This is an optimization exercise on Yosys and OpenROAD, whose aim is small area, not a production implementation.
Where RTL was checked, it was by simulation tests only, not by an equivalence proof against the original.

==> run R <==
==> flow/design.v <==
module osc_phase_multi #(
  parameter int ACC_W = 24,
  parameter int OUT_W = 16
) (
  input  logic             clk,
  input  logic             rst_n,
  input  logic             sample_en,
  input  logic [ACC_W-1:0] inc_in,
  input  logic             inc_load,
  input  logic             sync,
  input  logic [OUT_W-1:0] duty,
  input  logic [OUT_W-1:0] amp,
  output logic             inc_pending,
  output logic [OUT_W-1:0] saw,
  output logic [OUT_W-1:0] tri_o,
  output logic [OUT_W-1:0] sqr,
  output logic             out_valid,
  output logic             wrap
);
  localparam int PW = 2*OUT_W;
  logic [ACC_W-1:0] phase_q, phase_d;
  logic [ACC_W-1:0] inc_act_q;
  logic [ACC_W-1:0] inc_shd_q;
  logic             pending_q;
  logic [ACC_W:0]   sum;
  logic             upd_wrap;
  logic             apply;
  logic [OUT_W-1:0] amp_q;
  logic             sq_q;
  logic             v1_q, wrap1_q;
  logic [OUT_W-1:0] saw_q, tri_q, sqr_q;
  logic             valid_q, wrap_q;
  assign sum      = {1'b0, phase_q} + {1'b0, inc_act_q};
  assign upd_wrap = sync | sum[ACC_W];
  assign apply    = sample_en & (upd_wrap | (inc_act_q == '0));
  assign phase_d  = sync ? '0 : sum[ACC_W-1:0];
  always_ff @(posedge clk or negedge rst_n) begin
    if (!rst_n) begin
      phase_q   <= '0;
      inc_act_q <= '0;
      inc_shd_q <= '0;
      pending_q <= 1'b0;
      v1_q      <= 1'b0;
      wrap1_q   <= 1'b0;
      valid_q   <= 1'b0;
      wrap_q    <= 1'b0;
    end else begin
      if (sample_en) phase_q <= phase_d;
      if (apply) inc_act_q <= inc_shd_q;
      if (inc_load) inc_shd_q <= inc_in;
      pending_q <= inc_load | (pending_q & ~apply);
      v1_q      <= sample_en;
      wrap1_q   <= sample_en & upd_wrap;
      valid_q   <= v1_q;
      wrap_q    <= wrap1_q;
    end
  end
  always_ff @(posedge clk) begin
    amp_q <= amp;
    sq_q  <= (phase_d[ACC_W-1 -: OUT_W] < duty);
  end
  logic             p15;
  logic [OUT_W-2:0] L;
  logic [PW-1:0]    a, m, a15, saw_f, tri_f, sqr_f;
  assign p15 = phase_q[ACC_W-1];
  assign L   = phase_q[ACC_W-2 -: OUT_W-1];
  assign a   = {{OUT_W{1'b0}}, amp_q};
  assign a15 = a << (OUT_W-1);
  assign m   = {{(OUT_W+1){1'b0}}, L} * a;
  assign saw_f = p15 ? m : m - a15;
  assign tri_f = p15 ? a15 - ((m + a) << 1) : (m << 1) - a15;
  assign sqr_f = sq_q ? a15 - a : a - a15;
  always_ff @(posedge clk) begin
    saw_q <= saw_f[PW-1:OUT_W];
    tri_q <= tri_f[PW-1:OUT_W];
    sqr_q <= sqr_f[PW-1:OUT_W];
  end
  assign inc_pending = pending_q;
  assign saw         = saw_q;
  assign tri_o       = tri_q;
  assign sqr         = sqr_q;
  assign out_valid   = valid_q;
  assign wrap        = wrap_q;
endmodule
==> flow/run.sh <==
#!/bin/bash
# synth_recipe.tcl (not shown) runs the flow's synth.tcl, then flattens the netlist and writes it again
# the make line also repeats each setting of config.mk as NAME=value (left out here)
make -C /OpenROAD-flow-scripts/flow DESIGN_CONFIG=/design/flow/config.mk WORK_HOME=/design/flow/orfs CLKGATE_MAP_FILE= SYNTH_SCRIPT=/design/flow/synth_recipe.tcl finish
==> flow/config.mk <==
export PLATFORM = sky130hd
export DESIGN_NAME = osc_phase_multi
export DESIGN_NICKNAME = osc_phase_multi
export VERILOG_FILES = /design/flow/design.v
export SDC_FILE = /design/flow/constraint.sdc
export NUM_CORES = 4
export LEC_CHECK = 0
export CAP_MARGIN = 20
export CORE_MARGIN = 2
export CORE_UTILIZATION = 40
export SLEW_MARGIN = 20
==> flow/constraint.sdc <==
create_clock -name core_clock -period 8.0 [get_ports {clk}]
set_input_delay 1.6000 -clock core_clock [delete_from_list [all_inputs] [get_ports {clk}]]
set_output_delay 1.6000 -clock core_clock [all_outputs]
set_load 0.01 [all_outputs]
==> run M: changes against run R <==
==> flow/design.v (replaced) <==
module osc_phase_multi #(
  parameter int ACC_W = 24,
  parameter int OUT_W = 16
) (
  input  logic             clk,
  input  logic             rst_n,
  input  logic             sample_en,
  input  logic [ACC_W-1:0] inc_in,
  input  logic             inc_load,
  input  logic             sync,
  input  logic [OUT_W-1:0] duty,
  input  logic [OUT_W-1:0] amp,
  output logic             inc_pending,
  output logic [OUT_W-1:0] saw,
  output logic [OUT_W-1:0] tri_o,
  output logic [OUT_W-1:0] sqr,
  output logic             out_valid,
  output logic             wrap
);
  localparam logic [OUT_W-1:0] POS_FULL = {1'b0, {(OUT_W-1){1'b1}}};
  localparam logic [OUT_W-1:0] NEG_FULL = {1'b1, {(OUT_W-2){1'b0}}, 1'b1};
  logic [ACC_W-1:0] phase_q, phase_d;
  logic [ACC_W-1:0] inc_act_q, inc_act_d;
  logic [ACC_W-1:0] inc_shd_q, inc_shd_d;
  logic             pending_q, pending_d;
  logic [ACC_W:0]   sum;
  logic             upd_wrap;
  logic             apply;
  logic [OUT_W-1:0] p, p_fold, t;
  logic [OUT_W-1:0] saw_raw_d, tri_raw_d, sqr_raw_d;
  logic [OUT_W-1:0] saw_raw_q, tri_raw_q, sqr_raw_q, amp_q;
  logic             v1_q, wrap1_q;
  logic [OUT_W-1:0] saw_q, tri_q, sqr_q;
  logic             valid_q, wrap_q;
  assign sum      = {1'b0, phase_q} + {1'b0, inc_act_q};
  assign upd_wrap = sync | sum[ACC_W];
  assign apply    = sample_en & (upd_wrap | (inc_act_q == '0));
  always_comb begin
    phase_d   = phase_q;
    inc_act_d = inc_act_q;
    inc_shd_d = inc_shd_q;
    pending_d = pending_q;
    if (sample_en) begin
      phase_d = sync ? '0 : sum[ACC_W-1:0];
    end
    if (apply) begin
      inc_act_d = inc_shd_q;
      pending_d = 1'b0;
    end
    if (inc_load) begin
      inc_shd_d = inc_in;
      pending_d = 1'b1;
    end
  end
  always_comb begin
    p         = phase_d[ACC_W-1 -: OUT_W];
    p_fold    = p[OUT_W-1] ? ~p : p;
    t         = {p_fold[OUT_W-2:0], 1'b0};
    saw_raw_d = {~p[OUT_W-1], p[OUT_W-2:0]};
    tri_raw_d = {~t[OUT_W-1], t[OUT_W-2:0]};
    sqr_raw_d = (p < duty) ? POS_FULL : NEG_FULL;
  end
  function automatic logic [OUT_W-1:0] scale(input logic [OUT_W-1:0] raw,
                                               input logic [OUT_W-1:0] gain);
    logic signed [2*OUT_W:0] a;
    logic signed [2*OUT_W:0] b;
    logic signed [2*OUT_W:0] prod;
    a    = {{(OUT_W+1){raw[OUT_W-1]}}, raw};
    b    = {{(OUT_W+1){1'b0}}, gain};
    prod = a * b;
    scale = prod[2*OUT_W-1:OUT_W];   
  endfunction
  always_ff @(posedge clk or negedge rst_n) begin
    if (!rst_n) begin
      phase_q   <= '0;
      inc_act_q <= '0;
      inc_shd_q <= '0;
      pending_q <= 1'b0;
    end else begin
      phase_q   <= phase_d;
      inc_act_q <= inc_act_d;
      inc_shd_q <= inc_shd_d;
      pending_q <= pending_d;
    end
  end
  always_ff @(posedge clk or negedge rst_n) begin
    if (!rst_n) begin
      saw_raw_q <= '0;
      tri_raw_q <= '0;
      sqr_raw_q <= '0;
      amp_q     <= '0;
      v1_q      <= 1'b0;
      wrap1_q   <= 1'b0;
    end else begin
      v1_q    <= sample_en;
      wrap1_q <= sample_en & upd_wrap;
      if (sample_en) begin
        saw_raw_q <= saw_raw_d;
        tri_raw_q <= tri_raw_d;
        sqr_raw_q <= sqr_raw_d;
        amp_q     <= amp;
      end
    end
  end
  always_ff @(posedge clk or negedge rst_n) begin
    if (!rst_n) begin
      saw_q   <= '0;
      tri_q   <= '0;
      sqr_q   <= '0;
      valid_q <= 1'b0;
      wrap_q  <= 1'b0;
    end else begin
      valid_q <= v1_q;
      wrap_q  <= wrap1_q;
      if (v1_q) begin
        saw_q <= scale(saw_raw_q, amp_q);
        tri_q <= scale(tri_raw_q, amp_q);
        sqr_q <= scale(sqr_raw_q, amp_q);
      end
    end
  end
  assign inc_pending = pending_q;
  assign saw         = saw_q;
  assign tri_o       = tri_q;
  assign sqr         = sqr_q;
  assign out_valid   = valid_q;
  assign wrap        = wrap_q;
endmodule
==> flow_summary.toml <==
[synthesis]
ys_top_cells_by_count = "269 x inv_1, 198 x ha_1, 184 x fa_1"
async_reset_ff_share_pct = 54.2
synth-simple-area-share_pct = 17.3
synth.area.mux_share_pct = 4.72

[outcome]
status = "failed layout checks"
violatedChecks = "setup timing"

[sta]
worst_slack_ns = -0.229
setup_viol = 10

[die]
dieHeight_um = 216
start_util_pct = 40.7
die_area_um2 = 46800

[worst_setup_path]
crit_fanout = 6
cp.required_ns = 8.35

[grt]
grt_usage_pct = 21.9
grtUsageMet3_pct = 3.66

[final_layout]
n_all_buffers = 402
drive_gt1_share_pct = 22.7

[detailed_routing]
wl_per_cell_um = 16.9
Source of the figures above: run R

==> flow_summary.toml <==
[final_layout]
nMultiInputCombCells = 2126
drive_gt1_share_pct = 5.81

[detailed_routing]
wl_per_cell_um = 17.2
drc = 0

[synthesis]
synth-simple-area-share_pct = 12.1
synth.area.mux_share_pct = 3.70
async_reset_ff_share_pct = 100

[worst_setup_path]
cp.required_ns = 8.36

[grt]
grt_usage_pct = 19.5
grtUsageMet3_pct = 2.04

[die]
dieHeight_um = 280
core_um2 = 75600
start_util_pct = 40.2

[outcome]
status = "complete, no violations"

[cts]
clockBufferDepth = 2

[sta]
worst_slack_ns = 0.936
setup_viol = 0
Source of the figures above: run M

No functional check of the RTL was part of run R.

==> re-timing with driven ports <==
How much do the figures lean on ideal ports? The routed layouts below were timed once more, with nothing changed but the port constraints. Step 1, drivers: a clkbuf_16 drives clk and a buf_2 each remaining input, both assumed. Step 2 moves the port delays by t, midway between the first and last clock arrival at a register: inputs arrive t later, outputs are due t later. That takes back most of the time a late clock gives input paths. Three values: ideal ports, drivers, drivers and shift; two values: the first two.
run	shift t [ns]	setup WS [ns]	clock arrival spread, ns	worst register clock-pin slew, ns
run R	0.535	-0.229 / -0.229 / -0.229	0.016 / 0.016	0.08 / 0.08
run M	0.524	0.936 / 0.936 / 0.936	0.019 / 0.019	0.08 / 0.08
